This is an optimization exercise on Yosys and OpenROAD, whose aim is small area, a short achievable clock period and few clock cycles per item, not a production implementation.
At most, simulation tests tie the RTL to the original design; equivalence was not proved.
No functional check of the RTL was part of runs 1 to 3 and 6.
Power figures rest on the tool's default switching activity, not on a simulated workload.

**flow/margin.txt**
```
6.0
```
**config.mk**
```make
export PLATFORM = sky130hd
export DESIGN_NAME = sparse_int_array_store
export DESIGN_NICKNAME = sparse_int_array_store
export VERILOG_FILES = /design/flow/design.v
export SDC_FILE = /design/flow/constraint.sdc
export NUM_CORES = 4
export LEC_CHECK = 0
export CAP_MARGIN = 20
export CORE_MARGIN = 2
export CORE_UTILIZATION = 40
export SLEW_MARGIN = 20
```
**standard.sh**
```bash
#!/bin/bash
# synth_recipe.tcl (not shown) runs the flow's synth.tcl, then flattens the netlist and writes it again
# the make line also repeats each setting of config.mk as NAME=value (left out here)
make -C /OpenROAD-flow-scripts/flow DESIGN_CONFIG=/design/flow/config.mk WORK_HOME=/design/flow/orfs CLKGATE_MAP_FILE= SYNTH_SCRIPT=/design/flow/synth_recipe.tcl "${@:-finish}"
```
**constraint.sdc**
```tcl
create_clock -name core_clock -period 9.0 [get_ports {clk}]
set_input_delay 1.8000 -clock core_clock [delete_from_list [all_inputs] [get_ports {clk}]]
set_output_delay 1.8000 -clock core_clock [all_outputs]
set_load 0.01 [all_outputs]
```
**design.v**
```verilog
`timescale 1ns / 1ps
package sia_pkg;
    localparam logic [2:0] ACT_READ  = 3'd0;
    localparam logic [2:0] ACT_WRITE = 3'd1;
    localparam logic [2:0] ACT_ADD   = 3'd2;
    localparam logic [2:0] ACT_PREINC = 3'd3;
    localparam logic [2:0] ACT_POSTINC = 3'd4;
    localparam logic STAT_DONE = 1'b0;
    localparam logic STAT_FULL = 1'b1;
    typedef struct packed {
        logic        used;
        logic [31:0] index;
        logic [31:0] value;
    } entry_t;
    localparam int ENTRY_W = 1 + 32 + 32;   
    typedef struct packed {
        logic hit;
        logic free;
    } scan_flags_t;
    typedef enum logic [4:0] {
        ST_CLEAR  = 5'b00001,
        ST_IDLE   = 5'b00010,
        ST_SCAN   = 5'b00100,
        ST_DRAIN  = 5'b01000,
        ST_COMMIT = 5'b10000
    } state_t;
endpackage
`timescale 1ns / 1ps
module sia_ram #(
    parameter int WIDTH = 8,
    parameter int DEPTH = 16
) (
    input  logic                                   clk,
    input  logic                                   we,
    input  logic [(DEPTH > 1 ? $clog2(DEPTH) : 1)-1:0] waddr,
    input  logic [WIDTH-1:0]                       wdata,
    input  logic                                   re,
    input  logic [(DEPTH > 1 ? $clog2(DEPTH) : 1)-1:0] raddr,
    output logic [WIDTH-1:0]                       rdata
);
    logic [WIDTH-1:0] mem [DEPTH];
    always_ff @(posedge clk)
    begin
        if (we)
        begin
            mem[waddr] <= wdata;
        end
    end
    always_ff @(posedge clk)
    begin
        if (re)
        begin
            rdata <= mem[raddr];
        end
    end
endmodule
`timescale 1ns / 1ps
module sia_scan
#(
    parameter int AW = 4
) (
    input  logic               clk,
    input  logic               rst_n,
    input  logic               start,
    input  logic               chk_valid,
    input  logic [AW-1:0]      chk_addr,
    input  logic [sia_pkg::ENTRY_W-1:0] rd_data,
    input  logic [31:0]        key,
    output logic [1:0]         flags,
    output logic [AW-1:0]      hit_slot,
    output logic [AW-1:0]      free_slot,
    output logic [31:0]        hit_value
);
    sia_pkg::entry_t      ent;
    sia_pkg::scan_flags_t flags_reg;
    logic        match;
    logic        take_free;
    logic [AW-1:0] hit_slot_reg;
    logic [AW-1:0] free_slot_reg;
    logic [31:0]   hit_value_reg;
    assign ent       = sia_pkg::entry_t'(rd_data);
    assign match     = chk_valid && ent.used && (ent.index == key) && !flags_reg.hit;
    assign take_free = chk_valid && !ent.used && !flags_reg.free;
    always_ff @(posedge clk or negedge rst_n)
    begin
        if (!rst_n)
        begin
            flags_reg <= '0;
        end
        else if (start)
        begin
            flags_reg <= '0;
        end
        else
        begin
            if (match)
            begin
                flags_reg.hit <= 1'b1;
            end
            if (take_free)
            begin
                flags_reg.free <= 1'b1;
            end
        end
    end
    always_ff @(posedge clk)
    begin
        if (match)
        begin
            hit_slot_reg  <= chk_addr;
            hit_value_reg <= ent.value;
        end
        if (take_free)
        begin
            free_slot_reg <= chk_addr;
        end
    end
    assign flags     = flags_reg;
    assign hit_slot  = hit_slot_reg;
    assign free_slot = free_slot_reg;
    assign hit_value = hit_value_reg;
endmodule
`timescale 1ns / 1ps
module sparse_int_array_store
#(
    parameter int ENTRIES = 16
) (
    input  logic        clk,
    input  logic        rst_n,
    input  logic        req_valid,
    output logic        req_ready,
    input  logic [2:0]  req_action,
    input  logic [31:0] req_index,
    input  logic [31:0] req_operand,
    output logic        rsp_valid,
    input  logic        rsp_ready,
    output logic [31:0] rsp_result_value,
    output logic        rsp_status
);
    localparam int N = ENTRIES;
    logic [N-1:0] used;
    logic [31:0]  tidx [N];
    logic [31:0]  tval [N];
    logic         ready_q;       
    logic         busy_q;        
    logic         v0;
    logic [2:0]   act0;
    logic [31:0]  idx0;
    logic [31:0]  opnd0;
    logic [N-1:0] match0;
    logic         near0;
    logic         v1;
    logic [31:0]  idx1;
    logic [31:0]  add1;
    logic [31:0]  old1;          
    logic         hit1;
    logic [N-1:0] match1;
    logic         same1;
    logic         store1;
    logic         resold1;
    logic         unused1;
    logic         lexists;
    logic [N-1:0] lslot;
    logic         hv, tv;
    logic [31:0]  hval, tval_q;
    logic         hst, tst;
    logic [N-1:0] match_in;
    logic         near_in;
    always_comb
    begin
        for (int s = 0; s < N; s++)
            match_in[s] = used[s] && (tidx[s] == req_index);
        near_in = v1 && (req_index == idx1);
    end
    logic [N-1:0] match;
    logic [31:0]  oldm;
    logic         hitm;
    logic         samem;
    logic [31:0]  addm;
    always_comb
    begin
        match = near0 ? (lslot & {N{lexists}}) : match0;
        oldm = '0;
        for (int s = 0; s < N; s++)
            oldm = oldm | (tval[s] & {32{match[s]}});
        hitm  = |match;
        samem = v1 && (idx0 == idx1);
        case (act0)
            3'd1, 3'd2: addm = opnd0;
            3'd3, 3'd4: addm = 32'd1;
            default:    addm = 32'd0;
        endcase
    end
    logic [31:0]  sum;
    logic         zero;
    logic         nz;
    logic         hitc;
    logic [N-1:0] hslot;
    logic [N-1:0] fslot;
    logic         full;
    logic         failx;
    logic         fail;
    logic [N-1:0] slotc;
    logic [31:0]  res;
    logic         commit;
    logic         space1;
    logic         mv01;
    always_comb
    begin
        logic [31:0] g, p, gn, pn;
        g = old1 & add1;
        p = old1 ^ add1;
        for (int d = 1; d < 32; d = d * 2)
        begin
            gn = g;
            pn = p;
            for (int i = d; i < 32; i++)
            begin
                gn[i] = g[i] | (p[i] & g[i-d]);
                pn[i] = p[i] & p[i-d];
            end
            g = gn;
            p = pn;
        end
        sum = (old1 ^ add1) ^ {g[30:0], 1'b0};
    end
    always_comb
    begin
        logic [31:0] x, c;
        x = old1 ^ add1;
        c = {old1[30:0] | add1[30:0], 1'b0};
        zero = &(~(x ^ c));
    end
    assign nz = !zero;
    assign hitc  = same1 ? lexists : hit1;
    assign hslot = same1 ? lslot : match1;
    assign full  = &used;
    always_comb
    begin
        fslot = '0;
        for (int s = N - 1; s >= 0; s--)
            if (!used[s])
                fslot = N'(1) << s;
    end
    assign failx = store1 && !hitc && full;
    assign fail  = failx && nz;
    assign slotc = hitc ? hslot : fslot;
    assign res   = (unused1 || fail) ? 32'd0 : (resold1 ? old1 : sum);
    logic pop;
    logic v0_n, v1_n, hv_n, tv_n, ready_n;
    assign commit = v1 && !tv;
    assign space1 = !v1 || commit;
    assign mv01   = v0 && space1;
    assign pop    = hv && rsp_ready;
    always_comb
    begin
        v0_n = ready_q ? req_valid : v0;
        v1_n = mv01 || (v1 && !commit);
        if (tv)
        begin
            hv_n = 1'b1;
            tv_n = !pop;
        end
        else if (hv)
        begin
            hv_n = !pop || commit;
            tv_n = !pop && commit;
        end
        else
        begin
            hv_n = commit;
            tv_n = 1'b0;
        end
        ready_n = !v0_n || !v1_n || !tv_n;
    end
    always_ff @(posedge clk or negedge rst_n)
    begin
        if (!rst_n)
        begin
            ready_q <= 1'b1;
            busy_q  <= 1'b0;
            v0      <= 1'b0;
            v1      <= 1'b0;
            hv      <= 1'b0;
            tv      <= 1'b0;
            used    <= '0;
        end
        else
        begin
            ready_q <= ready_n;
            busy_q  <= !ready_n;
            v0      <= v0_n;
            v1      <= v1_n;
            hv      <= hv_n;
            tv      <= tv_n;
            for (int s = 0; s < N; s++)
                if (commit && store1 && slotc[s])
                    used[s] <= nz;
        end
    end
    always_ff @(posedge clk)
    begin
        if (ready_q)
        begin
            act0  <= req_action;
            idx0  <= req_index;
            opnd0 <= req_operand;
            match0 <= match_in;
            near0 <= near_in;
        end
        if (mv01)
        begin
            idx1    <= idx0;
            add1    <= addm;
            hit1    <= hitm;
            match1  <= match;
            same1   <= samem;
            store1  <= (act0 >= 3'd1) && (act0 <= 3'd4);
            resold1 <= (act0 == 3'd0) || (act0 == 3'd4);
            unused1 <= (act0 >= 3'd5);
            if (act0 == 3'd1)
                old1 <= 32'd0;
            else if (samem)
                old1 <= sum & {32{!failx}};
            else
                old1 <= oldm;
        end
        if (commit)
        begin
            lslot   <= slotc;
            lexists <= store1 ? (nz && !fail) : hitc;
        end
        for (int s = 0; s < N; s++)
        begin
            if (fslot[s])
                tidx[s] <= idx1;
            if (commit && store1 && slotc[s])
                tval[s] <= sum;
        end
        if (commit)
        begin
            tval_q <= res;
            tst    <= fail;
        end
        if (!hv || pop)
        begin
            if (tv)
            begin
                hval <= tval_q;
                hst  <= tst;
            end
            else
            begin
                hval <= res;
                hst  <= fail;
            end
        end
    end
    assign req_ready        = !busy_q;
    assign rsp_valid        = hv;
    assign rsp_result_value = hval;
    assign rsp_status       = hst;
endmodule
```
**flow/run.sh**
```bash
#!/bin/bash
set -euo pipefail
MARGIN=$(cat flow/margin.txt)
bash standard.sh synth > synth.log 2>&1
bash standard.sh SETUP_SLACK_MARGIN="$MARGIN" finish > layout.log 2>&1
```
==> results.json, run 1 <==
{
  "synth-async-reset-ratio": 0.0165,
  "synth_edf_count": 1308,
  "crit_start": "old1[0]",
  "yosysWarnings": 3,
  "hold_viol": 0,
  "fp.dieW_um": 374,
  "setup_total_negative_slack_ns": 0,
  "power_density_nw_per_um2": 309,
  "hp-class": "flip-flop to flip-flop",
  "overflow": 0,
  "yosysSeqAreaShare": 0.728,
  "syn2layout_area_growth_pct": 27.2,
  "setup_viol": 0,
  "cts_tree": "done",
  "rsz0062_at_grt": "true",
  "status": "finished clean",
  "clkSinkCount": 1330,
  "fmax_mhz": 294,
  "grt_max_degree": 68,
  "postSynthAreaPerCell_sq_um": 15.9,
  "setup_slack_ns": 5.60,
  "vias": 33900,
  "stdcell_area_sq_um": 69600,
  "tightest_slew_ns": 1.18,
  "cts-root-buf": "clkbuf_16",
  "drt_first_pass_iters": 6,
  "cap_violations": 0,
  "final_nets": 4164,
  "num_rows": 135,
  "slew_headroom": 0.214,
  "timing.rr.end": "tval[0][24]",
  "holdCritStartpoint": "idx0[4]",
  "clk-insertion-delay-late_ns": 0.79,
  "netlist.top_cell.by_area": "edfxtp_1",
  "ys_ff_latch": 1330,
  "synth_area_sq_um": 54700,
  "cp_max_fo": 8,
  "synth_largest_type_area_fraction": 0.718,
  "io_pins": 106,
  "placeableCoreArea_sq_um": 136000,
  "place_area_sq_um": 58900,
  "worstSetupPathType": "flip-flop to flip-flop",
  "path_clk_slew_ns": 0.07,
  "drive_gt1_frac": 0.267,
  "synth_top_flop_cell": "edfxtp_1",
  "cp-end-kind": "flip-flop",
  "clock_skew_ns": 0.0401,
  "h-tree-depth": 4,
  "drcViolationCount": 0,
  "period_share": 0.378,
  "multiInputGateArea_sq_um": 16200,
  "initial_utilization": 0.403,
  "required_ns": 9.53,
  "viasPerCell": 5.73,
  "grt.total_usage": 0.243,
  "port_buffers": 105,
  "synth_nets": 3569,
  "gp_congestion": 0.856,
  "r2r_cells": 15,
  "p_leak_uw": 0.0236,
  "pre_cts_ws_ns": 4.22,
  "cts_max_path_buffers": 3,
  "r2r_setup_slack_ns": 5.60,
  "synthTopCellsByArea": "edfxtp_1 72%, xnor2_1 8.1%, a22o_1 2.0%",
  "nFillCells": 10900,
  "hpwl_mm": 91.9,
  "seq_area_sq_um": 39800,
  "final_common_cell": "edfxtp_1",
  "maxSlewViolCount": 0,
  "crit_path_start_kind": "flip-flop",
  "vdd_drop_max_mv": 0.217,
  "period_needed_ns": 3.40,
  "first_iter_violations": 4083,
  "wirelength_mm": 175,
  "synth_cell_types": 75,
  "tritoncts.num_buffers": 141,
  "ant_nets": 0,
  "antenna_found_initial": 6,
  "crit_end": "tval[0][24]",
  "cts_hold_buf": 0,
  "critPathArrivalTime_ns": 3.93,
  "grt_pass1_wl_mm": 242,
  "dieArea_sq_um": 140000,
  "grt_pass1_vias": 32100,
  "wl_per_cell_um": 29.6,
  "r2r_start": "old1[0]",
  "die_h_um": 374,
  "synthCells": 3435,
  "layout_common_cells": "1308 x edfxtp_1, 445 x xnor2_1, 323 x buf_4"
}
[power breakdown]
part,switching [uW],total [uW],internal [uW]
logic,4090,6690,2600
clock network,2460,5490,3020
registers,458,9320,8860
[timing repair]
action | CTS | global route
setup endpoints to repair | 817 | 581
setup buffers | 271 | 96
pin swaps | 102 | 109
cloned | 16 | 2
gates resized for setup | 625 | 251
[critical path: stages, from the launching register on]
cell and delay [ns]:
edfxtp_1 0.49, ha_4 0.22, fa_2 0.38, a211oi_2 0.22, o211ai_1 0.14, a22o_1 0.25, buf_6 0.13, a41o_4 0.23
buf_6 0.13, a21oi_4 0.15, o21bai_1 0.11, a21oi_2 0.19, xor2_2 0.17, buf_6 0.15, buf_12 0.13, inv_6 0.04
[layout make-up]
type | instances | area share
Sequential cell | 1330 | 0.573
Multi-Input combinational cell | 1821 | 0.233
Timing Repair Buffer | 620 | 0.0944
Clock buffer | 184 | 0.0532
Tap cell | 1781 | 0.0320
Clock inverter | 68 | 0.00843
Inverter | 113 | 0.00645
Timing Repair inverter | 3 | 0.000342
Antenna cell | 2 | 0.0000719
[how the worst min path moves through the flow]
stage,end,slack (ns),depth (start not counted)
2_1_floorplan,idx1[0],0.45,0
3_3_place_gp,idx1[25],0.45,0
3_5_place_dp,idx1[0],0.46,0
4_1_cts,idx1[4],0.46,0
5_1_grt,idx1[4],0.47,0
6_report,idx1[4],0.46,0
[registers in the layout, indices dropped and copies added (netlist names), 3 cells and up]
register and flops:
tval_q 32, idx1 32, idx0 32, match0 16, tidx 512, act0 3
lslot 16, tval 512, used 16, match1 16, hval 32, add1 32
old1 32, opnd0 32
[through the flow]
step                instances   util  power (uW)  hold slack, ns
finish                   5922  0.513       21500           0.459
global route             5920  0.513       22200           0.467
CTS                      5822  0.499       21000           0.459
detailed placement       5283  0.434       14300           0.456
global placement         5281  0.434       14200           0.450
floorplan                3435      -       12200           0.447
[layer usage]
layer  global-route usage  vias to the layer above  share of wire
met4               0.0837                        4          0.036
li1                     -                    14400              -
met3               0.0405                      331          0.087
met5                    0                        -        0.00018
met2                0.397                     1832           0.48
met1                0.329                    17400           0.40
[logic make-up (layout without fill, tap and decap cells)]
family / count (synthesis) / in the layout / share of synthesized area
XOR/XNOR: 623 / 623 / 0.0997
AO/OA/AOI/OAI: 504 / 504 / 0.0689
other: 0 / 2 / 0
adder cells (fa/ha/maj): 64 / 64 / 0.0147
AND/OR/NAND/NOR: 571 / 575 / 0.0570
multiplexers: 55 / 55 / 0.0106
buffers and inverters: 288 / 988 / 0.0213
flip-flops: 1330 / 1330 / 0.728
[cells in the mapped netlist (16+ instances only)]
| cell type | n |
|---|---|
| mux2_2 | 23 |
| o21ai_0 | 74 |
| nor4_1 | 70 |
| dfrtp_1 | 21 |
| xor2_1 | 119 |
| and2_1 | 39 |
| nor2_1 | 68 |
| clkbuf_1 | 138 |
| a22o_1 | 128 |
| xnor2_1 | 504 |
| o31ai_1 | 16 |
| edfxtp_1 | 1308 |
| a21oi_1 | 65 |
| buf_2 | 22 |
| mux2i_1 | 32 |
| nor3_1 | 16 |
| inv_1 | 113 |
| a221oi_1 | 125 |
| nor2b_1 | 22 |
| nand2_1 | 114 |
| nand3_1 | 39 |
| nand4_1 | 153 |
| o21ai_1 | 20 |
| ha_1 | 62 |
==> run 2: changes to the inputs <==
--- a/design.v
+++ b/design.v
@@ -151,8 +151,9 @@
     logic         near0;
     logic         v1;
     logic [31:0]  idx1;
-    logic [31:0]  add1;
-    logic [31:0]  old1;          
+    logic [31:0]  p1;            
+    logic [31:0]  g1;            
+    logic         postinc1;
     logic         hit1;
     logic [N-1:0] match1;
     logic         same1;
@@ -177,6 +178,7 @@
     logic         hitm;
     logic         samem;
     logic [31:0]  addm;
+    logic [31:0]  oldv;
     always_comb
     begin
         match = near0 ? (lslot & {N{lexists}}) : match0;
@@ -190,6 +192,12 @@
             3'd3, 3'd4: addm = 32'd1;
             default:    addm = 32'd0;
         endcase
+        if (act0 == 3'd1)
+            oldv = 32'd0;
+        else if (samem)
+            oldv = sum & {32{!failx}};
+        else
+            oldv = oldm;
     end
     logic [31:0]  sum;
     logic         zero;
@@ -208,8 +216,8 @@
     always_comb
     begin
         logic [31:0] g, p, gn, pn;
-        g = old1 & add1;
-        p = old1 ^ add1;
+        g = g1;
+        p = p1;
         for (int d = 1; d < 32; d = d * 2)
         begin
             gn = g;
@@ -222,13 +230,13 @@
             g = gn;
             p = pn;
         end
-        sum = (old1 ^ add1) ^ {g[30:0], 1'b0};
+        sum = p1 ^ {g[30:0], 1'b0};
     end
     always_comb
     begin
         logic [31:0] x, c;
-        x = old1 ^ add1;
-        c = {old1[30:0] | add1[30:0], 1'b0};
+        x = p1;
+        c = {p1[30:0] | g1[30:0], 1'b0};
         zero = &(~(x ^ c));
     end
     assign nz = !zero;
@@ -245,7 +253,7 @@
     assign failx = store1 && !hitc && full;
     assign fail  = failx && nz;
     assign slotc = hitc ? hslot : fslot;
-    assign res   = (unused1 || fail) ? 32'd0 : (resold1 ? old1 : sum);
+    assign res   = (unused1 || fail) ? 32'd0 : (resold1 ? (p1 ^ {31'd0, postinc1}) : sum);
     logic pop;
     logic v0_n, v1_n, hv_n, tv_n, ready_n;
     assign commit = v1 && !tv;
@@ -311,19 +319,15 @@
         if (mv01)
         begin
             idx1    <= idx0;
-            add1    <= addm;
             hit1    <= hitm;
             match1  <= match;
             same1   <= samem;
             store1  <= (act0 >= 3'd1) && (act0 <= 3'd4);
             resold1 <= (act0 == 3'd0) || (act0 == 3'd4);
+            postinc1 <= (act0 == 3'd4);
+            p1      <= oldv ^ addm;
+            g1      <= oldv & addm;
             unused1 <= (act0 >= 3'd5);
-            if (act0 == 3'd1)
-                old1 <= 32'd0;
-            else if (samem)
-                old1 <= sum & {32{!failx}};
-            else
-                old1 <= oldm;
         end
         if (commit)
         begin
==> run 2 against run 1 <==
Against the previous run: die area about the same; critical path type unchanged; critical path depth fell by 6; first-iteration DRC count rose by 10%; sequential cell count unchanged; synthesized cell count increased by 0.70%; non-clock buffer count decreased by 22.
==> results.json, run 2 <==
{
  "tritoncts.num_buffers": 143,
  "p_leak_uw": 0.0231,
  "vdd_drop_max_mv": 0.212,
  "cts-root-buf": "clkbuf_16",
  "yosysSeqAreaShare": 0.728,
  "cap_violations": 0,
  "cpMaxStageDelayCell": "or4_1",
  "vias": 34600,
  "syn2layout_area_growth_pct": 26.9,
  "wl_per_cell_um": 31.1,
  "period_share": 0.367,
  "fp.dieW_um": 374,
  "synthTopCellsByCount": "1308 x edfxtp_1, 547 x xnor2_1, 150 x nand4_1, 147 x clkbuf_1, 105 x nor2_1",
  "worstSetupPathType": "flip-flop to flip-flop",
  "num_rows": 135,
  "synth_cell_types": 75,
  "required_ns": 9.52,
  "grt_pass1_wl_mm": 253,
  "ant_nets": 0,
  "wirelength_mm": 184,
  "grt_max_degree": 66,
  "h-tree-depth": 4,
  "postSynthAreaPerCell_sq_um": 15.8,
  "clk-insertion-delay-late_ns": 0.78,
  "final_common_cell": "edfxtp_1",
  "final_nets": 4121,
  "io_pins": 106,
  "cp-end-kind": "flip-flop",
  "synth-async-reset-ratio": 0.0165,
  "hold_viol": 0,
  "port_buffers": 105,
  "path_clk_slew_ns": 0.06,
  "first_iter_violations": 4508,
  "placeableCoreArea_sq_um": 136000,
  "antenna_found_initial": 5,
  "synth_top_flop_cell": "edfxtp_1",
  "cp_slowest_stage_delay_ns": 0.50,
  "status": "finished clean",
  "final_core_util": 0.512,
  "setup_viol": 0,
  "cts_tree": "done",
  "synth_largest_type_area_fraction": 0.718,
  "gp_congestion": 0.894,
  "cp_cell_sequence": "buf_12, xor2_2, or4_1, or4_4, or3_4, nand4_1, o21ai_1, nor2_1, ha_1",
  "synthTopCellsByArea": "edfxtp_1 72%, xnor2_1 8.8%, nand4_1 1.7%",
  "hpwl_mm": 99.4,
  "period_needed_ns": 3.30,
  "yosysWarnings": 3,
  "maxSlewViolCount": 0,
  "setup_total_negative_slack_ns": 0,
  "synth_nets": 3562,
  "rsz0062_at_grt": "true",
  "initial_utilization": 0.403,
  "pre_cts_ws_ns": 4.21,
  "drive_gt1_frac": 0.262,
  "reg.largest.list": "tidx (512), tval (512)",
  "clock_skew_ns": 0.0347,
  "critPathArrivalTime_ns": 3.83,
  "num_antenna_cells": 0,
  "hold_ws_ns": 0.466,
  "setup_slack_ns": 5.70,
  "grt_pass1_vias": 32800,
  "grt.total_usage": 0.255,
  "fmax_mhz": 303,
  "synth_area_sq_um": 54700,
  "drt_first_pass_iters": 8,
  "netlist.top_cell.by_area": "edfxtp_1",
  "viasPerCell": 5.85,
  "min_path_cells": 0,
  "power_uw": 21300,
  "overflow": 0,
  "synthCells": 3459,
  "ys_ff_latch": 1330,
  "cp_max_fo": 7,
  "crit_path_start_kind": "flip-flop",
  "cts_max_path_buffers": 3,
  "tightest_slew_ns": 1.22,
  "power_density_nw_per_um2": 307,
  "layout_common_cells": "1308 x edfxtp_1, 479 x xnor2_1, 317 x buf_4",
  "dieArea_sq_um": 140000,
  "hp-class": "flip-flop to flip-flop",
  "synth_edf_count": 1308,
  "clkSinkCount": 1330,
  "synth_most_common_cell": "edfxtp_1",
  "r2r_cells": 9,
  "slew_headroom": 0.183,
  "drcViolationCount": 0,
  "die_h_um": 374
}
## run 2: cell count changes in the layout (fill, tap and decap cells not counted), sizes merged, moves of 32 or more
cell / before / now
nor2: 73 / 107
xnor2: 504 / 547
a22o: 128 / 96
nand3: 39 / 83
inv: 120 / 52
a22oi: 15 / 74
## run 2: report_power, final
group          internal (uW)  switching [uW]  leakage [uW]
Clock                   3300            2500       0.00223
Combinational           2080            3920       0.00853
Sequential              8850             688        0.0124
## run 2: worst paths after layout
check	startpoint	to	slack (ns)
max	idx1[27]	p1[2]	5.70
min	idx0[3]	idx1[3]	0.47
max reg2reg	idx1[27]	p1[2]	5.70
min reg2reg	idx0[3]	idx1[3]	0.47
max in group asynchronous	rst_n	used[1]	7.29
min in group asynchronous	rst_n	v1	1.39
## run 2: final cells by class
class                           instances  area [sq um]
Fill cell                           11000         66200
Sequential cell                      1330         39800
Multi-Input combinational cell       1901         16400
Timing Repair Buffer                  598          6200
Clock buffer                          177          3750
Tap cell                             1781          2230
Clock inverter                         79           842
Inverter                               44           165
## run 2: layer usage
metal  part of all wire  wire, um  vias to the layer above  track usage
li1                   -         -                    14500            -
met1               0.39     71300                    17700        0.333
met2               0.47     87000                     1962        0.418
met3              0.090     16500                      426       0.0482
met4              0.050      9290                        2        0.109
met5           0.000071        13                        -            0
## run 2: worst max-delay path, delay by kind of cell (launching register included)
family                   cells  cell delay [ns]
XOR/XNOR                     1             0.22
buffers and inverters        1             0.15
AO/OA/AOI/OAI                1             0.12
flip-flops                   1             0.42
AND/OR/NAND/NOR              5             1.89
adder cells (fa/ha/maj)      1             0.23
## run 2: logic make-up (layout without fill, tap and decap cells)
kind of cell,after synthesis,in the layout,synth area share
XOR/XNOR,640,640,0.102
buffers and inverters,232,898,0.0172
adder cells (fa/ha/maj),32,32,0.00732
flip-flops,1330,1330,0.728
AND/OR/NAND/NOR,650,653,0.0645
multiplexers,41,41,0.00794
AO/OA/AOI/OAI,534,535,0.0723
## run 2: timing repair
item	4_1_cts	5_1_grt
buffers inserted	247	96
endpoints found under the setup margin	929	479
pin swaps	121	111
cloned	11	3
hold buffers	0	0
resized for setup	605	206
## run 2: metrics by stage
| step | cell area, sq um | std cells |
|---|---|---|
| 6_report | 69400 | 5910 |
| 3_3_place_gp | 58800 | 5295 |
| 5_1_grt | 69400 | 5910 |
| 4_1_cts | 67600 | 5810 |
| 2_1_floorplan | 55200 | 3459 |
| 3_5_place_dp | 58900 | 5296 |
==> run 3: changes to the inputs <==
--- a/config.mk
+++ b/config.mk
@@ -8,4 +8,6 @@
 export CAP_MARGIN = 20
 export CORE_MARGIN = 2
 export CORE_UTILIZATION = 40
+export CTS_CLUSTER_DIAMETER = 80
+export CTS_CLUSTER_SIZE = 24
 export SLEW_MARGIN = 20
==> run 3 against run 2 <==
Against the previous run: hold slack improved by 0.017 ns; clock skew increased by 0.016 ns; global-route usage decreased by 0.39 points; non-clock buffer count decreased by 28; synthesized area unchanged; still clean on timing, DRC and antenna; fmax decreased by 2.9%; routed wire length decreased by 1.9%; critical path depth unchanged; final area decreased by 3.6%; die area unchanged; critical path type unchanged.
==> results.json, run 3 <==
{
  "setup_slack_ns": 5.60,
  "io_pins": 106,
  "cp_max_fo": 18,
  "rsz0062_at_grt": "true",
  "crit_path_start_kind": "flip-flop",
  "die_h_um": 374,
  "nFillCells": 11200,
  "vias": 33700,
  "num_rows": 135,
  "yosys.area_share.xor_xnor": 0.102,
  "synth_top_family_by_area": "XOR/XNOR gates",
  "vdd_drop_max_mv": 0.152,
  "synthCells": 3459,
  "hold_viol": 0,
  "tightest_slew_ns": 1.08,
  "cp_cell_sequence": "buf_4, xor2_1, nor4_1, nand3_1, or3_4, buf_12, nand4_1, and3_4, ha_4",
  "final_common_cell": "edfxtp_1",
  "synth_area_sq_um": 54700,
  "power_density_nw_per_um2": 285,
  "synthTopCellsByArea": "edfxtp_1 72%, xnor2_1 8.8%, nand4_1 1.7%",
  "syn2layout_area_growth_pct": 22.4,
  "cap_violations": 0,
  "critPathArrivalTime_ns": 3.85,
  "clk-insertion-delay-late_ns": 0.70,
  "power_uw": 19100,
  "synth_top_flop_cell": "edfxtp_1",
  "period_needed_ns": 3.40,
  "synthAdderAreaFrac": 0.00732,
  "period_share": 0.378,
  "drt_first_pass_iters": 6,
  "synth_cell_types": 75,
  "clkSinkCount": 1330,
  "grt_max_degree": 66,
  "grt_pass1_wl_mm": 249,
  "wirelength_mm": 181,
  "cts_tree": "done",
  "synth-async-reset-ratio": 0.0165,
  "drcViolationCount": 0,
  "synthTopCellsByCount": "1308 x edfxtp_1, 547 x xnor2_1, 150 x nand4_1, 147 x clkbuf_1, 105 x nor2_1",
  "synth_edf_count": 1308,
  "ys_ff_latch": 1330,
  "gp_congestion": 0.894,
  "reg.largest.list": "tidx (512), tval (512)",
  "placeableCoreArea_sq_um": 136000,
  "cp-end-kind": "flip-flop",
  "layout_common_cells": "1308 x edfxtp_1, 466 x xnor2_1, 291 x buf_4",
  "first_iter_violations": 4490,
  "clock_skew_ns": 0.0503,
  "yosysSeqAreaShare": 0.728,
  "pre_cts_ws_ns": 4.21,
  "setup_viol": 0,
  "h-tree-depth": 3,
  "fmax_mhz": 294,
  "netlist.top_cell.by_area": "edfxtp_1",
  "tritoncts.num_buffers": 71,
  "cp_slowest_stage_delay_ns": 0.58,
  "viasPerCell": 5.87,
  "synth_nets": 3562,
  "final_core_util": 0.494,
  "drive_gt1_frac": 0.245,
  "worstSetupPathType": "flip-flop to flip-flop",
  "path_clk_slew_ns": 0.10,
  "synthSimpleGateAreaFrac": 0.0645,
  "hpwl_mm": 99.4,
  "crit_buf_inv": 2,
  "dieArea_sq_um": 140000,
  "port_buffers": 105,
  "synth_largest_type_area_fraction": 0.718,
  "slew_headroom": 0.279,
  "hp-class": "flip-flop to flip-flop",
  "stdcell_area_sq_um": 67000,
  "place_area_sq_um": 58900,
  "p_leak_uw": 0.0219,
  "antenna_found_initial": 3,
  "fp.dieW_um": 374,
  "wl_per_cell_um": 31.5,
  "grt.total_usage": 0.251,
  "cts_max_path_buffers": 3,
  "status": "finished clean",
  "overflow": 0,
  "postSynthAreaPerCell_sq_um": 15.8,
  "cp_top_family": "simple AND/OR/NAND/NOR gates",
  "required_ns": 9.45,
  "cpMaxStageDelayCell": "or3_4",
  "setup_total_negative_slack_ns": 0,
  "ant_nets": 0,
  "final_nets": 4020,
  "maxSlewViolCount": 0,
  "synth_most_common_cell": "edfxtp_1",
  "synth_mux_area_frac": 0.00794,
  "grt_pass1_vias": 31900,
  "initial_utilization": 0.403,
  "synth_compound_area_frac": 0.0723,
  "yosysWarnings": 3,
  "cts-root-buf": "clkbuf_16"
}
run 3: per-stage QoR:
stage	hold slack, ns	instances
after floorplan	0.447	3459
after global placement	0.450	5295
after detailed placement	0.455	5296
after CTS	0.478	5669
after global routing	0.493	5735
final	0.483	5736
run 3: final timing paths:
check | from | end | slack, ns | cells past startpoint
setup / recovery | idx1[5] | p1[1] | 5.60 | 9
hold / removal | idx0[6] | idx1[6] | 0.48 | 0
setup reg to reg | idx1[5] | p1[1] | 5.60 | 9
hold reg to reg | idx0[6] | idx1[6] | 0.48 | 0
max in group asynchronous | rst_n | used[9] | 7.23 | 2
min in group asynchronous | rst_n | busy_q | 1.45 | 2
run 3: cells by family (layout without fill, tap and decap cells):
logic type | count (synthesis) | in the layout
flip-flops | 1330 | 1330
AND/OR/NAND/NOR | 650 | 652
XOR/XNOR | 640 | 640
AO/OA/AOI/OAI | 534 | 535
buffers and inverters | 232 | 724
multiplexers | 41 | 41
adder cells (fa/ha/maj) | 32 | 32
other | 0 | 1
run 3: power breakdown:
group	total, uW	leakage, uW	switching, uW	internal [uW]
combinational	5970	0.00852	3910	2070
clock	3610	0.00102	2080	1530
sequential	9520	0.0124	683	8830
run 3: layer usage:
layer	track usage	vias to the layer above	part of all wire
li1	-	14200	-
met5	0	-	0
met2	0.414	1698	0.48
met4	0.0933	0	0.043
met1	0.333	17500	0.39
met3	0.0439	330	0.085
run 3: layout make-up:
cell class	count	area, sq um	area share
flip-flops and latches	1330	39800	0.595
clock buffers	82	1820	0.0272
clock inverters	28	327	0.00488
well taps	1781	2230	0.0333
repair buffers	570	6020	0.0900
inverters	44	165	0.00247
diodes	1	2.50	0.0000374
multi-input cells	1900	16500	0.247
run 3: worst register-to-register path, stage by stage, from the launching register on:
cell	delay, ns
edfxtp_1	0.38
buf_4	0.25
xor2_1	0.26
nor4_1	0.49
nand3_1	0.33
or3_4	0.58
buf_12	0.19
nand4_1	0.22
and3_4	0.25
ha_4	0.19
run 3: what timing repair did:
item	CTS	global route
hold buffers	0	0
setup buffers	248	64
setup endpoints to repair	929	441
cloned	15	1
gates resized for setup	617	215
pin swaps	122	124
endpoints found under the hold margin	0	0
==> run 4: changes to the inputs <==
--- a/design.v
+++ b/design.v
@@ -149,6 +149,7 @@
     logic [31:0]  opnd0;
     logic [N-1:0] match0;
     logic         near0;
+    logic         same0;
     logic         v1;
     logic [31:0]  idx1;
     logic [31:0]  p1;            
@@ -167,11 +168,13 @@
     logic         hst, tst;
     logic [N-1:0] match_in;
     logic         near_in;
+    logic         same_in;
     always_comb
     begin
         for (int s = 0; s < N; s++)
             match_in[s] = used[s] && (tidx[s] == req_index);
         near_in = v1 && (req_index == idx1);
+        same_in = v0 ? (req_index == idx0) : (v1 && !commit && (req_index == idx1));
     end
     logic [N-1:0] match;
     logic [31:0]  oldm;
@@ -186,7 +189,7 @@
         for (int s = 0; s < N; s++)
             oldm = oldm | (tval[s] & {32{match[s]}});
         hitm  = |match;
-        samem = v1 && (idx0 == idx1);
+        samem = same0;
         case (act0)
             3'd1, 3'd2: addm = opnd0;
             3'd3, 3'd4: addm = 32'd1;
@@ -315,6 +318,7 @@
             opnd0 <= req_operand;
             match0 <= match_in;
             near0 <= near_in;
+            same0 <= same_in;
         end
         if (mv01)
         begin
--- a/config.mk
+++ b/config.mk
@@ -8,6 +8,4 @@
 export CAP_MARGIN = 20
 export CORE_MARGIN = 2
 export CORE_UTILIZATION = 40
-export CTS_CLUSTER_DIAMETER = 80
-export CTS_CLUSTER_SIZE = 24
 export SLEW_MARGIN = 20
==> run 4 against run 3 <==
Against the previous run: worst setup slack better by 0.025 ns; register-to-register slack better by 0.02 ns; fmax up 0.73%; combinational power shrank 1%; hold slack worse by 0.018 ns; non-clock buffer count increased by 47; synthesized cell count decreased by 2.6%; utilization rose by 2.0 points; critical endpoint is now p1[29].
==> results.json, run 4 <==
{
  "required_ns": 9.55,
  "initial_utilization": 0.402,
  "final_core_util": 0.514,
  "synthCells": 3370,
  "hp-class": "flip-flop to flip-flop",
  "vias": 34800,
  "cts_max_path_buffers": 3,
  "ys_ff_latch": 1331,
  "hpwl_mm": 99.2,
  "h-tree-depth": 4,
  "crit_start": "near0",
  "critPathArrivalTime_ns": 3.92,
  "rsz0062_at_grt": "true",
  "final_nets": 4057,
  "ant_nets": 0,
  "tritoncts.num_buffers": 140,
  "grt_pass1_wl_mm": 254,
  "gp_congestion": 0.875,
  "maxSlewViolCount": 0,
  "cts_tree": "done",
  "final_common_cell": "edfxtp_1",
  "cp_max_fo": 8,
  "holdCritStartpoint": "idx0[17]",
  "antenna_found_initial": 2,
  "first_iter_violations": 4948,
  "period_needed_ns": 3.38,
  "yosysWarnings": 3,
  "synth_edf_count": 1309,
  "synth_nets": 3473,
  "die_h_um": 373,
  "status": "finished clean",
  "setup_viol": 0,
  "grt_max_degree": 63,
  "tightest_slew_ns": 1.10,
  "num_rows": 135,
  "cts-root-buf": "clkbuf_16",
  "r2r_start": "near0",
  "cts_hold_buf": 0,
  "setup_total_negative_slack_ns": 0,
  "io_pins": 106,
  "grt_pass1_vias": 33100,
  "slew_headroom": 0.267,
  "viasPerCell": 5.96,
  "power_density_nw_per_um2": 303,
  "fp.dieW_um": 373,
  "hold_ws_ns": 0.465,
  "port_buffers": 105,
  "p_leak_uw": 0.0231,
  "layout_common_cells": "1309 x edfxtp_1, 490 x xnor2_1, 348 x buf_4",
  "period_share": 0.375,
  "worstSetupPathType": "flip-flop to flip-flop",
  "setup_slack_ns": 5.62,
  "synth_largest_type_area_fraction": 0.724,
  "place_area_sq_um": 58300,
  "wirelength_mm": 187,
  "crit_path_start_kind": "flip-flop",
  "stdcell_area_sq_um": 69400,
  "cp-end-kind": "flip-flop",
  "vdd_drop_max_mv": 0.205,
  "pre_cts_ws_ns": 4.11,
  "syn2layout_area_growth_pct": 27.8,
  "clock_skew_ns": 0.0387,
  "reg.largest.list": "tidx (512), tval (512)",
  "synth_area_sq_um": 54300,
  "synthTopCellsByArea": "edfxtp_1 72%, xnor2_1 8.9%, a22oi_1 2.2%",
  "path_clk_slew_ns": 0.06,
  "wl_per_cell_um": 32.0,
  "clk-insertion-delay-late_ns": 0.80,
  "grt.total_usage": 0.261,
  "cap_violations": 0,
  "synth_most_common_cell": "edfxtp_1",
  "drive_gt1_frac": 0.283,
  "yosysSeqAreaShare": 0.734,
  "synth_cell_types": 69,
  "netlist.top_cell.by_area": "edfxtp_1",
  "drcViolationCount": 0,
  "drt_first_pass_iters": 6,
  "placeableCoreArea_sq_um": 135000,
  "dieArea_sq_um": 139000,
  "clkSinkCount": 1331,
  "synth_top_flop_cell": "edfxtp_1",
  "synth-async-reset-ratio": 0.0165,
  "hold_viol": 0,
  "synthTopCellsByCount": "1309 x edfxtp_1, 551 x xnor2_1, 158 x a22oi_1, 152 x nand4_1, 148 x clkbuf_1",
  "postSynthAreaPerCell_sq_um": 16.1,
  "overflow": 0,
  "fmax_mhz": 296
}
-- run 4: changes by cell type in the layout (fill, tap and decap cells not counted), sizes merged, moves of 35 or more --
cell	change
a221oi	-75
o21ai	-40
a22oi	+84
clkbuf	+107
a22o	-54
clkinv	+38
nor2	-40
nor3	+35
buf	+42
-- run 4: final cells by class --
| cell class | count | area [sq um] |
|---|---|---|
| fillers | 11000 | 65700 |
| flip-flops and latches | 1331 | 39900 |
| multi-input cells | 1842 | 16200 |
| repair buffers | 617 | 6550 |
| clock buffers | 188 | 3750 |
| well taps | 1781 | 2230 |
| clock inverters | 59 | 689 |
| inverters | 22 | 86.3 |
| diodes | 1 | 2.50 |
-- run 4: final timing paths --
check                      endpoint  slack [ns]  cells after the start
setup / recovery             p1[29]        5.62                     12
hold / removal             idx1[17]        0.47                      0
setup reg to reg             p1[29]        5.62                     12
hold reg to reg            idx1[17]        0.47                      0
max in group asynchronous   used[2]        7.25                      2
min in group asynchronous   used[8]        1.41                      2
-- run 4: per-stage QoR --
step	total power [uW]	cells
finish	21000	5841
global route	21600	5840
CTS	20600	5735
detailed placement	14100	5213
global placement	14100	5213
floorplan	11900	3370
-- run 4: kinds of logic (layout without fill, tap and decap cells) --
logic type      Yosys count  after routing  share of synthesized area
flops                  1331           1331                      0.734
compound gates          489            491                     0.0660
fa+ha+maj                32             32                    0.00737
mux                      54             54                     0.0107
xor+xnor                639            639                      0.103
other cells               0              1                          0
simple gates            617            626                     0.0641
buf+inv                 208            886                     0.0151
-- run 4: metal layers --
metal | GRT usage | vias up | routed length [um]
met4 | 0.112 | 0 | 9380
li1 | - | 14300 | -
met1 | 0.348 | 17900 | 71500
met2 | 0.427 | 2105 | 89100
met3 | 0.0400 | 432 | 16800
met5 | 0 | - | 0
-- run 4: critical path, stage by stage (launching register included) --
cell	delay, ns
edfxtp_1	0.52
clkinvlp_4	0.23
buf_6	0.16
buf_16	0.14
a22o_4	0.30
buf_12	0.17
a22oi_2	0.15
nand4_1	0.16
a2111oi_4	0.55
nor2_2	0.13
and2_1	0.17
a22o_1	0.22
ha_4	0.21
-- run 4: power breakdown --
group	internal, uW	switching, uW
Combinational	2170	3720
Clock	3180	2470
Sequential	8790	687
-- run 4: timing repair --
action                                  4_1_cts  5_1_grt
pin swaps                                   150      162
setup buffers                               246       94
endpoints found under the setup margin      863      408
gates resized for setup                     651      178
gates cloned                                 29       11
Testbench counts of run 4, summed over its fixed seeds: cycles 8,024, items 8,000.
==> run 5: changes to the inputs <==
--- a/config.mk
+++ b/config.mk
@@ -8,4 +8,6 @@
 export CAP_MARGIN = 20
 export CORE_MARGIN = 2
 export CORE_UTILIZATION = 40
+export CTS_CLUSTER_DIAMETER = 80
+export CTS_CLUSTER_SIZE = 24
 export SLEW_MARGIN = 20
==> run 5 against run 4 <==
Against the previous run: total power down 9.8%; largest power group unchanged; synthesized cell count unchanged; final area down 2.5%; hold slack better by 0.0023 ns; non-clock buffer count up 14; highest routed layer unchanged; global-route usage down 0.12 points; sequential cell count unchanged; routed wire length down 0.80%; worst setup slack better by 0.057 ns; fmax up 1.7%.
==> results.json, run 5 <==
{
  "synth_most_common_cell": "edfxtp_1",
  "cts-root-buf": "clkbuf_16",
  "fmax_mhz": 301,
  "antenna_found_initial": 1,
  "yosysSeqAreaShare": 0.734,
  "synth_area_sq_um": 54300,
  "cts_hold_buf": 0,
  "drcViolationCount": 0,
  "placeableCoreArea_sq_um": 135000,
  "viasPerCell": 6.02,
  "synth_largest_type_area_fraction": 0.724,
  "setup_total_negative_slack_ns": 0,
  "synth-async-reset-ratio": 0.0165,
  "final_core_util": 0.501,
  "ys_ff_latch": 1331,
  "grt_max_degree": 63,
  "port_buffers": 105,
  "reg.largest.list": "tidx (512), tval (512)",
  "overflow": 0,
  "yosysWarnings": 3,
  "cp_cell_sequence": "clkinvlp_4, buf_6, buf_16, a22o_4, buf_12, a22oi_2, nand4_1, a2111oi_4, nor2_2, and2_1, a22o_1, ha_4",
  "synthCells": 3370,
  "status": "finished clean",
  "vias": 34400,
  "period_share": 0.369,
  "cp_max_fo": 8,
  "required_ns": 9.48,
  "postSynthAreaPerCell_sq_um": 16.1,
  "cp_slowest_stage_delay_ns": 0.58,
  "syn2layout_area_growth_pct": 24.6,
  "synthTopCellsByCount": "1309 x edfxtp_1, 551 x xnor2_1, 158 x a22oi_1, 152 x nand4_1, 148 x clkbuf_1",
  "crit_path_start_kind": "flip-flop",
  "layout_common_cells": "1309 x edfxtp_1, 451 x xnor2_1, 343 x buf_4",
  "dieArea_sq_um": 139000,
  "hp-class": "flip-flop to flip-flop",
  "cpMaxStageDelayCell": "a2111oi_4",
  "final_common_cell": "edfxtp_1",
  "h-tree-depth": 3,
  "tritoncts.num_buffers": 69,
  "num_rows": 135,
  "fp.dieW_um": 373,
  "period_needed_ns": 3.32,
  "clock_skew_ns": 0.0398,
  "die_h_um": 373,
  "initial_utilization": 0.402,
  "clkSinkCount": 1331,
  "cp-end-kind": "flip-flop",
  "cts_tree": "done",
  "synth_cell_types": 69,
  "crit_buf_inv": 4,
  "drt_first_pass_iters": 6,
  "path_clk_slew_ns": 0.10,
  "first_iter_violations": 4991,
  "numPlacedInstances": 5213,
  "wl_per_cell_um": 32.4,
  "maxSlewViolCount": 0,
  "hold_viol": 0,
  "synthTopCellsByArea": "edfxtp_1 72%, xnor2_1 8.9%, a22oi_1 2.2%",
  "power_density_nw_per_um2": 280,
  "cp_top_family": "compound AO/OA/AOI/OAI gates",
  "final_nets": 4003,
  "drive_gt1_frac": 0.283,
  "grt.total_usage": 0.260,
  "wirelength_mm": 185,
  "synth_nets": 3473,
  "netlist.top_cell.by_area": "edfxtp_1",
  "synth_top_flop_cell": "edfxtp_1",
  "io_pins": 106,
  "cts_max_path_buffers": 3,
  "stdcell_area_sq_um": 67700,
  "hpwl_mm": 99.2,
  "critPathArrivalTime_ns": 3.80,
  "slew_headroom": 0.241,
  "power_uw": 18900,
  "tightest_slew_ns": 1.14,
  "synth_edf_count": 1309,
  "vdd_drop_max_mv": 0.172,
  "ant_nets": 0,
  "p_leak_uw": 0.0223,
  "clk-insertion-delay-late_ns": 0.73,
  "grt_pass1_wl_mm": 253,
  "cap_violations": 0,
  "rsz0062_at_grt": "true",
  "setup_viol": 0,
  "gp_congestion": 0.875,
  "worstSetupPathType": "flip-flop to flip-flop",
  "nFillCells": 11100,
  "place_area_sq_um": 58300,
  "grt_pass1_vias": 32600,
  "finalNonFillerCells": 5711
}
==> run 5: cell counts after synthesis <==
No cell type changed its count.
==> run 5: layer usage <==
metal / up-vias / share of wire / global-route usage
li1: 14100 / - / -
met1: 17800 / 0.38 / 0.345
met2: 2013 / 0.48 / 0.431
met3: 384 / 0.086 / 0.0393
met4: 0 / 0.050 / 0.104
met5: - / 0 / 0
==> run 5: worst reg2reg max path, delay by kind of cell, from the launching register on <==
family,cells,cell delay [ns]
AOI/OAI and AO/OA,4,1.27
buffers and inverters,4,0.66
and+or+nand+nor,3,0.47
DFF,1,0.45
adders and majority gates,1,0.21
==> run 5: cell families after synthesis <==
| group | synth area share |
|---|---|
| XOR/XNOR | 0.103 |
| buffers and inverters | 0.0151 |
| flip-flops | 0.734 |
| AND/OR/NAND/NOR | 0.0641 |
| multiplexers | 0.0107 |
| adder cells (fa/ha/maj) | 0.00737 |
| AO/OA/AOI/OAI | 0.0660 |
==> run 5: power by group <==
part	internal (uW)	switching [uW]	total (uW)	leakage, uW
registers	8770	706	9480	0.0124
logic	2210	3700	5910	0.00893
clock network	1500	2050	3560	0.000994
==> run 5: final cells by class <==
cell class / instances / area, sq um / area share
Sequential cell: 1331 / 39900 / 0.589
Multi-Input combinational cell: 1845 / 16600 / 0.246
Timing Repair Buffer: 631 / 6820 / 0.101
Tap cell: 1781 / 2230 / 0.0329
Clock buffer: 79 / 1800 / 0.0265
Clock inverter: 21 / 259 / 0.00383
Inverter: 22 / 86.3 / 0.00128
Antenna cell: 1 / 2.50 / 0.0000370
==> run 5: through the flow <==
stage / hold WS (ns) / setup slack (ns)
floorplan: 0.424 / 5.04
finish: 0.468 / 5.68
global route: 0.468 / 5.70
detailed placement: 0.456 / 4.11
global placement: 0.450 / 4.14
CTS: 0.463 / 5.74
==> run 5: path summary, 6_finish.rpt <==
check,from,to,slack [ns],cells past startpoint
worst min-delay path,idx0[3],idx1[3],0.47,0
worst max register to register,near0,p1[29],5.68,12
min in group asynchronous,rst_n,used[0],1.49,2
worst max-delay path,near0,p1[29],5.68,12
worst min register to register,idx0[3],idx1[3],0.47,0
max in group asynchronous,rst_n,ready_q,7.18,2
==> run 5: repair_timing <==
action,in CTS,in global routing
pin swaps,175,194
resized for setup,710,233
hold endpoints to repair,0,0
setup endpoints to repair,879,417
buffers inserted,259,96
cloned,34,8
==> run 6: changes to the inputs <==
--- a/design.v
+++ b/design.v
@@ -184,7 +184,7 @@
     logic [31:0]  oldv;
     always_comb
     begin
-        match = near0 ? (lslot & {N{lexists}}) : match0;
+        match = (match0 & used) | (lslot & {N{lexists && near0}});
         oldm = '0;
         for (int s = 0; s < N; s++)
             oldm = oldm | (tval[s] & {32{match[s]}});
==> run 6 against run 5 <==
Against the previous run: via count down 0.32%; critical path depth down 2; global-route usage up 0.32 points; synthesized area about the same; largest power group unchanged.
==> results.json, run 6 <==
{
  "ant_nets": 0,
  "hold_viol": 0,
  "fmax_mhz": 301,
  "port_buffers": 105,
  "tightest_slew_ns": 1.13,
  "drive_gt1_frac": 0.273,
  "p_leak_uw": 0.0222,
  "h-tree-depth": 3,
  "timing.rr.end": "p1[29]",
  "syn2layout_area_growth_pct": 24.5,
  "path_clk_slew_ns": 0.09,
  "die_h_um": 373,
  "p_int_uw": 13000,
  "synth_most_common_cell": "edfxtp_1",
  "drcViolationCount": 0,
  "cp_max_fo": 34,
  "clkSinkCount": 1331,
  "setup_slack_ns": 5.68,
  "final_nets": 3989,
  "viasPerCell": 5.99,
  "synthTopCellsByCount": "1309 x edfxtp_1, 527 x xnor2_1, 173 x a22oi_1, 158 x clkbuf_1, 153 x nand4_1",
  "rsz0062_at_grt": "true",
  "grt.total_usage": 0.264,
  "worstSetupPathType": "flip-flop to flip-flop",
  "crit_start": "near0",
  "grt_pass1_wl_mm": 255,
  "cp-end-kind": "flip-flop",
  "placeableCoreArea_sq_um": 135000,
  "pre_cts_ws_ns": 4.33,
  "fp.dieW_um": 373,
  "setup_total_negative_slack_ns": 0,
  "grt_max_degree": 71,
  "synth_cell_types": 69,
  "comb_power_share": 0.329,
  "synth_edf_count": 1309,
  "synth-async-reset-ratio": 0.0165,
  "setup_viol": 0,
  "gp_congestion": 0.874,
  "io_pins": 106,
  "synth_largest_type_area_fraction": 0.724,
  "grt_pass1_vias": 32200,
  "pwr-share-seq": 0.478,
  "clk-insertion-delay-late_ns": 0.73,
  "maxSlewViolCount": 0,
  "cp_top_family": "compound AO/OA/AOI/OAI gates",
  "min_path_cells": 0,
  "cpMaxStageDelayCell": "a2111oi_4",
  "r2r_cells": 10,
  "overflow": 0,
  "vdd_drop_max_mv": 0.155,
  "num_rows": 135,
  "power_density_nw_per_um2": 295,
  "synthTopCellsByArea": "edfxtp_1 72%, xnor2_1 8.5%, a22oi_1 2.4%",
  "yosysSeqAreaShare": 0.734,
  "slew_headroom": 0.245,
  "r2r_setup_slack_ns": 5.68,
  "cts_tree": "done",
  "initial_utilization": 0.402,
  "cap_violations": 0,
  "ys_ff_latch": 1331,
  "synthCells": 3365,
  "crit_path_start_kind": "flip-flop",
  "cp_cell_sequence": "and2_4, a22o_2, buf_12, a22oi_2, nand4_1, a2111oi_4, nor2_2, and2_1, a22o_1, ha_4",
  "final_common_cell": "edfxtp_1",
  "synth_top_flop_cell": "edfxtp_1",
  "status": "finished clean",
  "crit_buf_inv": 1,
  "hold_ws_ns": 0.457,
  "first_iter_violations": 4962,
  "reg.largest.list": "tidx (512), tval (512)",
  "clock_skew_ns": 0.0400,
  "p_switching_uw": 6990,
  "crit_cells": 10,
  "postSynthAreaPerCell_sq_um": 16.1,
  "antenna_found_initial": 8,
  "cp_slowest_stage_delay_ns": 0.67,
  "wirelength_mm": 187,
  "numPlacedInstances": 5204,
  "critPathArrivalTime_ns": 3.79,
  "swShare": 0.350,
  "cts_hold_buf": 0,
  "hpwl_mm": 96.8,
  "r2r_start": "near0",
  "layout_common_cells": "1309 x edfxtp_1, 472 x xnor2_1, 355 x buf_4",
  "tritoncts.num_buffers": 73,
  "dieArea_sq_um": 139000,
  "synth_area_sq_um": 54300,
  "period_share": 0.369,
  "clkPwrFrac": 0.193,
  "cts_max_path_buffers": 3,
  "drt_first_pass_iters": 6,
  "yosysWarnings": 3,
  "synth_nets": 3468,
  "hp-class": "flip-flop to flip-flop",
  "power_uw": 20000,
  "cts-root-buf": "clkbuf_16",
  "required_ns": 9.47,
  "finalNonFillerCells": 5713,
  "crit_end": "p1[29]",
  "period_needed_ns": 3.32,
  "vias": 34200,
  "netlist.top_cell.by_area": "edfxtp_1",
  "wl_per_cell_um": 32.7
}
## run 6: cell types whose count changed after synthesis, sizes merged, moves of 4 or more
| cell | before | now |
|---|---|---|
| buf | 38 | 31 |
| xnor2 | 551 | 527 |
| xor2 | 88 | 114 |
| a211oi | 14 | 22 |
| a32o | 0 | 4 |
| clkbuf | 148 | 158 |
| nand2 | 68 | 76 |
| a21oi | 65 | 53 |
| nor3 | 69 | 65 |
| a2111oi | 33 | 37 |
| a22o | 40 | 28 |
| a22oi | 158 | 173 |
| a221oi | 23 | 14 |
## run 6: logic make-up (layout without fill, tap and decap cells)
logic type,Yosys count,count (layout),synth area share
and+or+nand+nor,619,629,0.0643
xor gates and xnor gates,641,641,0.103
buffers and inverters,208,763,0.0152
adders and majority gates,32,32,0.00737
DFF,1331,1331,0.734
muxes,55,55,0.0109
AOI/OAI and AO/OA,479,479,0.0651
other,0,2,0
## run 6: power groups by stage
stage	sequential, uW	combinational, uW	clock (uW)
finish	9540	6580	3860
floorplan	9430	2760	0
CTS	9520	6030	3880
detailed placement	9740	4930	0
global route	9620	6850	4090
global placement	9710	4860	0
## run 6: cell type report
cell class | instances | area [sq um]
tap | 1781 | 2230
sequential | 1331 | 39900
multi-input combinational | 1836 | 16300
inverter | 19 | 71.3
timing repair buffer | 625 | 6770
clock buffer | 88 | 1910
clock inverter | 31 | 473
fill | 11100 | 67500
antenna | 2 | 5.00
## run 6: layer usage
metal / vias to the layer above / global-route usage / part of all wire
met5: - / 0 / 0.00012
met4: 4 / 0.0999 / 0.045
met3: 341 / 0.0439 / 0.098
met2: 1967 / 0.425 / 0.47
met1: 17800 / 0.359 / 0.39
li1: 14100 / - / -
## run 6: through the flow
stage	cell area (sq um)	utilization
final	67600	0.500
after global routing	67600	0.500
after CTS	65800	0.487
after detailed placement	58300	0.431
after global placement	58300	0.431
after floorplan	55200	-
## run 6: worst register-to-register path: cells and delay by family, from the launching register on
family | cells | cell delay, ns
DFF | 1 | 0.54
and+or+nand+nor | 4 | 0.70
buffers and inverters | 1 | 0.19
adders and majority gates | 1 | 0.22
AOI/OAI and AO/OA | 4 | 1.42
## run 6: how the worst min path moves through the flow
stage | from | end | slack (ns)
finish | idx0[7] | idx1[7] | 0.46
global route | idx0[7] | idx1[7] | 0.48
CTS | idx0[7] | idx1[7] | 0.47
detailed placement | idx0[19] | idx1[19] | 0.45
global placement | idx0[7] | idx1[7] | 0.45
floorplan | same0 | same1 | 0.42
## run 6: repair_timing
item,CTS,global route
gates resized for setup,616,240
setup endpoints to repair,782,375
cloned,31,4
setup buffers,269,84
pin swaps,151,168
==> run 7: changes to the inputs <==
--- a/design.v
+++ b/design.v
@@ -163,6 +163,7 @@
     logic         unused1;
     logic         lexists;
     logic [N-1:0] lslot;
+    logic [31:0]  lval;          
     logic         hv, tv;
     logic [31:0]  hval, tval_q;
     logic         hst, tst;
@@ -187,7 +188,7 @@
         match = (match0 & used) | (lslot & {N{lexists && near0}});
         oldm = '0;
         for (int s = 0; s < N; s++)
-            oldm = oldm | (tval[s] & {32{match[s]}});
+            oldm = oldm | (tval[s] & {32{match0[s]}});
         hitm  = |match;
         samem = same0;
         case (act0)
@@ -199,6 +200,8 @@
             oldv = 32'd0;
         else if (samem)
             oldv = sum & {32{!failx}};
+        else if (near0)
+            oldv = lval;
         else
             oldv = oldm;
     end
@@ -336,6 +339,7 @@
         if (commit)
         begin
             lslot   <= slotc;
+            lval    <= sum & {32{!failx}};
             lexists <= store1 ? (nz && !fail) : hitc;
         end
         for (int s = 0; s < N; s++)
--- a/config.mk
+++ b/config.mk
@@ -11,3 +11,4 @@
 export CTS_CLUSTER_DIAMETER = 80
 export CTS_CLUSTER_SIZE = 24
 export SLEW_MARGIN = 20
+export TNS_END_PERCENT = 10
==> run 7 against run 6 <==
Against the previous run: still clean on timing, DRC and antenna; utilization shrank 1.7 points; global-route usage shrank 2.3 points; sequential share of layout area grew 2.5 points; worst setup slack gained 0.13 ns; critical path depth shrank 8; synthesized area grew 1.9%; register-to-register slack gained 0.24 ns; critical path type is now flip-flop to output pin; largest power group unchanged.
==> results.json, run 7 <==
{
  "worstSetupPathType": "flip-flop to output pin",
  "cp_top_family": "flip-flops",
  "antenna_found_initial": 10,
  "initial_utilization": 0.403,
  "synth_area_sq_um": 55400,
  "dieArea_sq_um": 141000,
  "postSynthAreaPerCell_sq_um": 16.0,
  "synth_most_common_cell": "edfxtp_1",
  "yosysSeqAreaShare": 0.737,
  "synthCells": 3457,
  "synth_nets": 3560,
  "h-tree-depth": 3,
  "tightest_slew_ns": 1.18,
  "wirelength_mm": 175,
  "grt.total_usage": 0.240,
  "final_nets": 4041,
  "clkSinkCount": 1363,
  "synth_largest_type_area_fraction": 0.727,
  "maxSlewViolCount": 0,
  "required_ns": 7.20,
  "setup_viol": 0,
  "cap_violations": 0,
  "io_pins": 106,
  "overflow": 0,
  "grt_pass1_wl_mm": 241,
  "yosysWarnings": 3,
  "status": "finished clean",
  "synth-async-reset-ratio": 0.0161,
  "crit_path_start_kind": "flip-flop",
  "hpwl_mm": 95.4,
  "num_rows": 136,
  "cp_cell_sequence": "inv_2, buf_6",
  "die_h_um": 376,
  "rsz0062_at_grt": "true",
  "path_clk_slew_ns": 0.09,
  "cts_tree": "done",
  "setup_slack_ns": 5.81,
  "cts-root-buf": "clkbuf_16",
  "cts_max_path_buffers": 3,
  "first_iter_violations": 4262,
  "pre_cts_ws_ns": 4.20,
  "synth_edf_count": 1341,
  "p_leak_uw": 0.0220,
  "power_density_nw_per_um2": 283,
  "ys_ff_latch": 1363,
  "fp.dieW_um": 376,
  "port_buffers": 105,
  "setup_total_negative_slack_ns": 0,
  "drive_gt1_frac": 0.206,
  "tritoncts.num_buffers": 70,
  "reg.largest.list": "tidx (512), tval (512)",
  "synthTopCellsByCount": "1341 x edfxtp_1, 532 x xnor2_1, 148 x a22oi_1, 142 x clkbuf_1, 142 x nand4_1",
  "cts_hold_buf": 0,
  "nFillCells": 11500,
  "cp_slowest_stage_delay_ns": 0.40,
  "layout_common_cells": "1341 x edfxtp_1, 494 x xnor2_1, 372 x buf_4",
  "hp-class": "flip-flop to flip-flop",
  "drt_first_pass_iters": 6,
  "grt_pass1_vias": 31800,
  "wl_per_cell_um": 30.3,
  "clk-insertion-delay-late_ns": 0.73,
  "period_needed_ns": 3.19,
  "viasPerCell": 5.79,
  "stdcell_area_sq_um": 66400,
  "hold_viol": 0,
  "drcViolationCount": 0,
  "slew_headroom": 0.212,
  "fmax_mhz": 313,
  "hold_ws_ns": 0.472,
  "synth_top_flop_cell": "edfxtp_1",
  "vias": 33400,
  "syn2layout_area_growth_pct": 20.0,
  "clock_skew_ns": 0.0374,
  "crit_buf_inv": 2,
  "critPathArrivalTime_ns": 1.39,
  "cpMaxStageDelayCell": "dfrtp_1",
  "ant_nets": 0,
  "synthTopCellsByArea": "edfxtp_1 73%, xnor2_1 8.4%, xor2_1 2.0%",
  "power_uw": 18800,
  "synth_cell_types": 70,
  "num_antenna_cells": 0,
  "gp_congestion": 0.856,
  "grt_max_degree": 69,
  "place_area_sq_um": 59400,
  "netlist.top_cell.by_area": "edfxtp_1",
  "vdd_drop_max_mv": 0.169,
  "final_common_cell": "edfxtp_1",
  "cp_max_fo": 1,
  "placeableCoreArea_sq_um": 137000,
  "cp-end-kind": "output pin",
  "period_share": 0.355
}
-- run 7: cell types whose count changed after synthesis, moves of 20 or more --
cell / before / now
a221oi_1: 14 / 40
a22oi_1: 173 / 148
nor2_1: 67 / 120
o21ai_0: 40 / 85
nand2_1: 76 / 107
a21oi_1: 53 / 33
nor3_1: 46 / 16
mux2_2: 35 / 15
a22o_1: 28 / 53
edfxtp_1: 1309 / 1341
-- run 7: power breakdown --
group | switching, uW | leakage, uW | internal [uW] | total, uW
clock | 2090 | 0.00102 | 1550 | 3640
sequential | 658 | 0.0127 | 9110 | 9770
combinational | 3500 | 0.00827 | 1880 | 5370
total | 6250 | 0.0220 | 12500 | 18800
-- run 7: through the flow --
step,utilization,instances
floorplan,-,3457
global placement,0.432,5320
detailed placement,0.432,5320
CTS,0.472,5657
global route,0.483,5766
finish,0.483,5766
-- run 7: layout make-up --
type                    count  area (sq um)  share of cell area
repair inverters            2          12.5            0.000188
repair buffers            589          5890              0.0886
multi-input cells        1887         15200               0.230
inverters                  25           101             0.00153
flip-flops and latches   1363         40800               0.615
well taps                1794          2240              0.0338
clock inverters            16           236             0.00356
clock buffers              90          1870              0.0281
-- run 7: per-layer routing --
layer | GRT usage | up-vias | part of all wire | wire length (um)
met2 | 0.411 | 1638 | 0.49 | 85300
met4 | 0.0725 | 6 | 0.041 | 7160
met1 | 0.318 | 17300 | 0.39 | 68600
li1 | - | 14100 | - | -
met5 | 0 | - | 0.00019 | 34
met3 | 0.0349 | 292 | 0.079 | 13900
-- run 7: final timing paths --
| check | start | endpoint | slack, ns | cells past startpoint |
|---|---|---|---|---|
| worst max-delay path | busy_q | req_ready | 5.81 | 2 |
| worst min-delay path | idx0[17] | idx1[17] | 0.47 | 0 |
| worst max register to register | match0[4] | p1[12] | 5.92 | 7 |
| worst min register to register | idx0[17] | idx1[17] | 0.47 | 0 |
| max in group asynchronous | rst_n | ready_q | 7.23 | 2 |
| min in group asynchronous | rst_n | hv | 1.45 | 2 |
-- run 7: what timing repair did --
| action | in CTS | in global routing |
|---|---|---|
| buffers inserted | 221 | 102 |
| pin swaps | 66 | 64 |
| endpoints found under the setup margin | 876 | 480 |
| cloned | 10 | 6 |
| resized for setup | 338 | 171 |
-- run 7: cells by family after synthesis --
kind of cell,share of synthesized area
and+or+nand+nor,0.0630
AOI/OAI and AO/OA,0.0663
buffers and inverters,0.0156
muxes,0.00651
DFF,0.737
adders and majority gates,0.00723
xor gates and xnor gates,0.104
Testbench counts of run 7, summed over its fixed seeds: cycles 8,024, items 8,000.

==> afterwards: timing with drivers on the ports <==
No port has a modelled driver above. Below, the same layouts with a new extraction and two added sets of constraints.
Step 1, drivers: a clkbuf_16 drives clk and a buf_2 each remaining input, both assumed.
Step 2 adds t to the input delays and takes it off the output delays; t is the mean of the earliest and latest rising clock arrival at the registers after step 1. Input paths then give back, and output paths get back, about the clock's delay inside the block.
a / b / c = ideal / step 1 / step 2; a / b = the first two.
run | t, ns | slack for setup (ns) | worst setup path after step 2 | clock arrival spread, ns | worst data-port slew with drivers (ns)
run 1 | 0.849 | 5.597 / 5.597 / 5.175 | input to register | 0.040 / 0.041 | 0.08
run 2 | 0.829 | 5.699 / 5.699 / 5.101 | input to register | 0.040 / 0.040 | 0.07
run 3 | 0.746 | 5.599 / 5.599 / 5.213 | input to register | 0.052 / 0.052 | 0.07
run 4 | 0.853 | 5.623 / 5.623 / 5.178 | input to register | 0.040 / 0.039 | 0.06
run 5 | 0.774 | 5.680 / 5.680 / 5.194 | input to register | 0.041 / 0.041 | 0.06
run 6 | 0.781 | 5.680 / 5.680 / 5.204 | input to register | 0.040 / 0.040 | 0.13
run 7 | 0.784 | 5.809 / 5.739 / 5.176 | input to register | 0.046 / 0.047 | 0.09
After both steps every run listed still meets setup and hold. For run 7, which loses most, drivers alone change the setup slack by -0.070 ns; drivers and shift together by -0.633 ns.
